What follows belongs to an exercise in optimizing a design on an open flow for small area, a short achievable clock period and few clock cycles per item; a production flow would make more cautious choices.
Function was checked by simulation only, so behaviour that the tests miss may differ from the original.
The clock port is modelled as an ideal driver, which makes a skipped or thinned clock tree look cheaper than it is; a real chip needs a root buffer or a tree.

==> flow/design.v (excerpt) <==
module tdes_dec (
	input  logic             clk,
	input  logic             rst,
	input  logic             start,
	input  tdes_pkg::key_t   ek1,
	input  tdes_pkg::key_t   ek2,
	input  tdes_pkg::key_t   ek3,
	input  tdes_pkg::block_t ct,
	output logic             ready,
	output logic             done,
	output tdes_pkg::block_t pt,
	output tdes_pkg::key_t   k1,
	output tdes_pkg::key_t   k2,
	output tdes_pkg::key_t   k3
);
	logic             load;
	tdes_pkg::block_t pt_c;
	tdes_pkg::key_t   k1_c;
	tdes_pkg::key_t   k2_c;
	tdes_pkg::key_t   k3_c;
	tdes_sequencer seq0 (
		.clk   (clk),
		.rst   (rst),
		.start (start),
		.load  (load),
		.ready (ready),
		.done  (done)
	);
	tdes_feistel_round round0 (
		.ct  (ct),
		.ek1 (ek1),
		.ek2 (ek2),
		.ek3 (ek3),
		.pt  (pt_c)
	);
	tdes_key_schedule ks1 (.ek(ek1), .k_last(k1_c));
	tdes_key_schedule ks2 (.ek(ek2), .k_last(k2_c));
	tdes_key_schedule ks3 (.ek(ek3), .k_last(k3_c));
	tdes_result_capture cap0 (
		.clk   (clk),
		.load  (load),
		.pt_in (pt_c),
		.k1_in (k1_c),
		.k2_in (k2_c),
		.k3_in (k3_c),
		.pt    (pt),
		.k1    (k1),
		.k2    (k2),
		.k3    (k3)
	);
endmodule
For scale: about 650 I/O pins, about 14,000 um2 of cells after synthesis.
clock: 5.0 ns
lec_check: 0
cap_margin: 20
core_area: 5 5 175 175
die_area: 0 0 180 180
setup_slack_margin: 3.1
slew_margin: 20
synth_hierarchical: 1
synth_minimum_keep_size: 0
standard.sh (not shown) runs the stock make flow with config.mk's settings and CLKGATE_MAP_FILE= SYNTH_SCRIPT=/design/flow/synth_recipe.tcl, a recipe that flattens the netlist after the stock synthesis.
==> flow/flow/run.sh <==
#!/bin/bash
# Standard layout, except:
#  - plain buffers on the ports instead of delay cells (buf_2 on the
#    outputs, flow/pre_resize.tcl),
#  - pins one track apart so that the die can be small, and each bit's
#    inputs and outputs side by side (flow/pre_io.tcl),
#  - a two-level clock tree (flow/manual_cts.tcl) instead of TritonCTS's
#    three-level one,
#  - the buffers that ABC puts on the outputs of each kept module removed.
cp standard.sh standard_sh.txt
export BUFFER_PORTS_ARGS="-buffer_cell sky130_fd_sc_hd__buf_1"
export PLACE_PINS_ARGS="-min_distance 1 -min_distance_in_tracks"
export FLOW_FLOW_DIR=$PWD/flow
export PRE_IO_PLACEMENT_TCL=$PWD/flow/pre_io.tcl
export REMOVE_ABC_BUFFERS=1
export PRE_RESIZE_TCL=$PWD/flow/pre_resize.tcl
export PRE_CTS_TCL=$PWD/flow/pre_cts.tcl
export FLOW_CTS_LEAVES=16
export FLOW_CTS_ROOTS=4
export FLOW_CTS_LEAF_BUF=sky130_fd_sc_hd__clkbuf_16
export FLOW_CTS_ROOT_BUF=sky130_fd_sc_hd__clkbuf_16
bash standard.sh > standard.log 2>&1
==> flow/flow/manual_cts.tcl <==
# Two-level clock tree: one root clkbuf at the middle of the leaves, and one
# clkbuf per cluster of flip-flops (k-means on their placed locations).
proc my_manual_cts {nclusters nroots} {
  set block [ord::get_db_block]
  set clk_net [$block findNet clk]
  set pins {}
  set xs {}
  set ys {}
  foreach pin [get_pins -of_objects [get_nets clk] -filter "direction==input"] {
    set inst [[sta::sta_to_db_pin $pin] getInst]
    set bb [$inst getBBox]
    lappend pins $pin
    lappend xs [expr {([$bb xMin] + [$bb xMax]) / 2.0}]
    lappend ys [expr {([$bb yMin] + [$bb yMax]) / 2.0}]
  }
  set n [llength $pins]
  # k-means, seeded with points spread through the list sorted by x then y
  set order [lsort -integer -command [list apply {{xs ys a b} {
      set ka [expr {int([lindex $xs $a] / 20000) * 1000000 + [lindex $ys $a]}]
      set kb [expr {int([lindex $xs $b] / 20000) * 1000000 + [lindex $ys $b]}]
      expr {$ka < $kb ? -1 : ($ka > $kb ? 1 : 0)} } } $xs $ys] [lsearch -all [lrepeat $n x] x]]
  set cx {}
  set cy {}
  for {set k 0} {$k < $nclusters} {incr k} {
    set i [lindex $order [expr {int(($k + 0.5) * $n / $nclusters)}]]
    lappend cx [lindex $xs $i]
    lappend cy [lindex $ys $i]
  }
  set cap [expr {int(ceil(1.15 * $n / $nclusters))}]
  for {set iter 0} {$iter < 30} {incr iter} {
    # assign with a size cap: points in order of distance to their best centre
    set cand {}
    for {set i 0} {$i < $n} {incr i} {
      set best 1e30
      for {set k 0} {$k < $nclusters} {incr k} {
        set d [expr {abs([lindex $xs $i] - [lindex $cx $k]) + abs([lindex $ys $i] - [lindex $cy $k])}]
        if {$d < $best} { set best $d }
      }
      lappend cand [list $i $best]
    }
    set cnt [lrepeat $nclusters 0]
    set asg [lrepeat $n -1]
    foreach c [lsort -real -index 1 $cand] {
      set i [lindex $c 0]
      set bestk -1
      set best 1e30
      for {set k 0} {$k < $nclusters} {incr k} {
        if {[lindex $cnt $k] >= $cap} continue
        set d [expr {abs([lindex $xs $i] - [lindex $cx $k]) + abs([lindex $ys $i] - [lindex $cy $k])}]
        if {$d < $best} { set best $d; set bestk $k }
      }
      lset asg $i $bestk
      lset cnt $bestk [expr {[lindex $cnt $bestk] + 1}]
    }
    set sx [lrepeat $nclusters 0.0]
    set sy [lrepeat $nclusters 0.0]
    for {set i 0} {$i < $n} {incr i} {
      set k [lindex $asg $i]
      lset sx $k [expr {[lindex $sx $k] + [lindex $xs $i]}]
      lset sy $k [expr {[lindex $sy $k] + [lindex $ys $i]}]
    }
    for {set k 0} {$k < $nclusters} {incr k} {
      if {[lindex $cnt $k] > 0} {
        lset cx $k [expr {[lindex $sx $k] / [lindex $cnt $k]}]
        lset cy $k [expr {[lindex $sy $k] / [lindex $cnt $k]}]
      }
    }
  }
  set dbu [$block getDbUnitsPerMicron]
  set leaf_inputs {}
  set rx 0.0
  set ry 0.0
  set used 0
  for {set k 0} {$k < $nclusters} {incr k} {
    set lp {}
    for {set i 0} {$i < $n} {incr i} {
      if {[lindex $asg $i] == $k} { lappend lp [lindex $pins $i] }
    }
    if {[llength $lp] == 0} continue
    set x [expr {[lindex $cx $k] / $dbu}]
    set y [expr {[lindex $cy $k] / $dbu}]
    insert_buffer -buffer_cell $::env(FLOW_CTS_LEAF_BUF) -net clk -load_pins $lp \
      -location [list $x $y] -buffer_name clkleaf_${k}_ -net_name clknet_leaf_$k
    lappend leaf_inputs clkleaf_$k/A
    set rx [expr {$rx + $x}]
    set ry [expr {$ry + $y}]
    incr used
  }
  # leaves into nroots groups by angle around their centre, one root per group
  set rx [expr {$rx / $used}]
  set ry [expr {$ry / $used}]
  set leaves {}
  foreach inst [$block getInsts] {
    if {[string match clkleaf_* [$inst getName]]} {
      set bb [$inst getBBox]
      set x [expr {([$bb xMin] + [$bb xMax]) / 2.0 / $dbu}]
      set y [expr {([$bb yMin] + [$bb yMax]) / 2.0 / $dbu}]
      lappend leaves [list [$inst getName] $x $y [expr {atan2($y - $ry, $x - $rx)}]]
    }
  }
  set leaves [lsort -real -index 3 $leaves]
  set nl [llength $leaves]
  # rotate the start so that groups are compact: start at the largest angular gap
  set bestgap -1
  set start 0
  for {set i 0} {$i < $nl} {incr i} {
    set a [lindex $leaves $i 3]
    set b [lindex $leaves [expr {($i + 1) % $nl}] 3]
    set gap [expr {$b - $a}]
    if {$gap < 0} { set gap [expr {$gap + 6.283185307}] }
    if {$gap > $bestgap} { set bestgap $gap; set start [expr {($i + 1) % $nl}] }
  }
  set leaves [concat [lrange $leaves $start end] [lrange $leaves 0 [expr {$start - 1}]]]
  for {set g 0} {$g < $nroots} {incr g} {
    set lo [expr {int($g * $nl / $nroots)}]
    set hi [expr {int(($g + 1) * $nl / $nroots) - 1}]
    set grp [lrange $leaves $lo $hi]
    set gx 0.0
    set gy 0.0
    set lp {}
    foreach l $grp {
      set gx [expr {$gx + [lindex $l 1]}]
      set gy [expr {$gy + [lindex $l 2]}]
      lappend lp [get_pins [lindex $l 0]/A]
    }
    set gx [expr {$gx / [llength $grp]}]
    set gy [expr {$gy / [llength $grp]}]
    insert_buffer -buffer_cell $::env(FLOW_CTS_ROOT_BUF) -net clk -load_pins $lp \
      -location [list $gx $gy] -buffer_name clkroot_${g}_ -net_name clknet_root_$g
  }
  foreach net [$block getNets] {
    set nm [$net getName]
    if {$nm eq "clk" || [string match clknet_* $nm]} { $net setSigType CLOCK }
  }
  foreach inst [$block getInsts] {
    if {[string match clkleaf_* [$inst getName]] || [string match clkroot* [$inst getName]]} {
      $inst setSourceType TIMING
    }
  }
  foreach inst [$block getInsts] { if {[string match clk* [$inst getName]]} { puts "clock cell [$inst getName] [[$inst getMaster] getName]" } }
  puts "manual CTS: $n sinks, $used leaves, root at $rx $ry, counts $cnt"
}
==> flow/flow/pre_cts.tcl <==
# Replaces TritonCTS with a two-level tree built by manual_cts.tcl: the clock
# port drives four root buffers, each of which drives leaf buffers near the
# centres of clusters of flip-flops.
source $::env(FLOW_FLOW_DIR)/manual_cts.tcl
my_manual_cts $::env(FLOW_CTS_LEAVES) $::env(FLOW_CTS_ROOTS)
proc clock_tree_synthesis {args} {
  puts "clock tree already built by manual_cts.tcl"
}
==> flow/flow/pre_resize.tcl <==
# Output port buffers: buf_2 instead of buf_1, for the output pin's load.
foreach inst [get_cells output*] {
  if {[get_property $inst ref_name] eq "sky130_fd_sc_hd__buf_1"} {
    replace_cell $inst sky130_fd_sc_hd__buf_2
  }
}
Other scripts of this flow, unchanged in this note and not shown: flow/flow/pre_io.tcl
The first run produced a clean layout.
Testbench counts at the start, summed over its fixed seeds: cycles 192, items 192.
Next try:
--- a/flow/flow/run.sh
+++ b/flow/flow/run.sh
@@ -3,2 +3 @@
-#  - plain buffers on the ports instead of delay cells (buf_2 on the
-#    outputs, flow/pre_resize.tcl),
+#  - plain buffers on the ports instead of delay cells,
@@ -16 +14,0 @@
-export PRE_RESIZE_TCL=$PWD/flow/pre_resize.tcl
@@ -18 +16 @@
-export FLOW_CTS_LEAVES=16
+export FLOW_CTS_LEAVES=24
@@ -20 +18 @@
-export FLOW_CTS_LEAF_BUF=sky130_fd_sc_hd__clkbuf_16
+export FLOW_CTS_LEAF_BUF=sky130_fd_sc_hd__clkbuf_8
- CORE_AREA: 5 5 175 175 -> 5 5 155 155
- DIE_AREA: 0 0 180 180 -> 0 0 160 160
removed: flow/flow/pre_resize.tcl
After rerunning:
- global-route usage goes up by 6.4 points
- clock skew is unchanged
- cell area goes down by a few percent
- via count goes up by a few percent
- critical path depth stays the same
- worst setup slack is about the same
- worst hold slack gains 0.0064 ns
- utilization goes up by 14 points
- synthesized cell count is unchanged
- area after synthesis is unchanged
- maximum frequency stays flat
No run of this note takes its clock network from TritonCTS; it comes from the design's own scripts or RTL.

[afterwards: timing with drivers on the ports]
In the flow no input, the clock included, has a driving cell. The finished layouts below were timed again as built, in two steps.
Step 1 sets driving cells, clkbuf_16 on the clock port and buf_2 on the other inputs (assumed; they add their load-dependent delay and slew).
Step 2, shift: input delay + t, output delay - t, t = (earliest + latest rising clock arrival at the registers) / 2. This alone moves slack from input paths to output paths.
a / b / c = ideal / step 1 / step 2; a / b = the first two.
run	t, ns	setup slack, ns	worst setup path after step 2	worst register clock-pin slew, ns	worst slew at a driven data input, ns
the first run	0.410	3.117 / 3.010 / 3.001	input to register	0.09 / 0.09	0.11
the second run	0.400	3.116 / 3.015 / 2.993	input to register	0.09 / 0.09	0.09
After both steps every run listed still meets setup and hold. The setup slack of the second run, which loses most, moves by -0.101 ns with the drivers and by -0.123 ns with both steps.
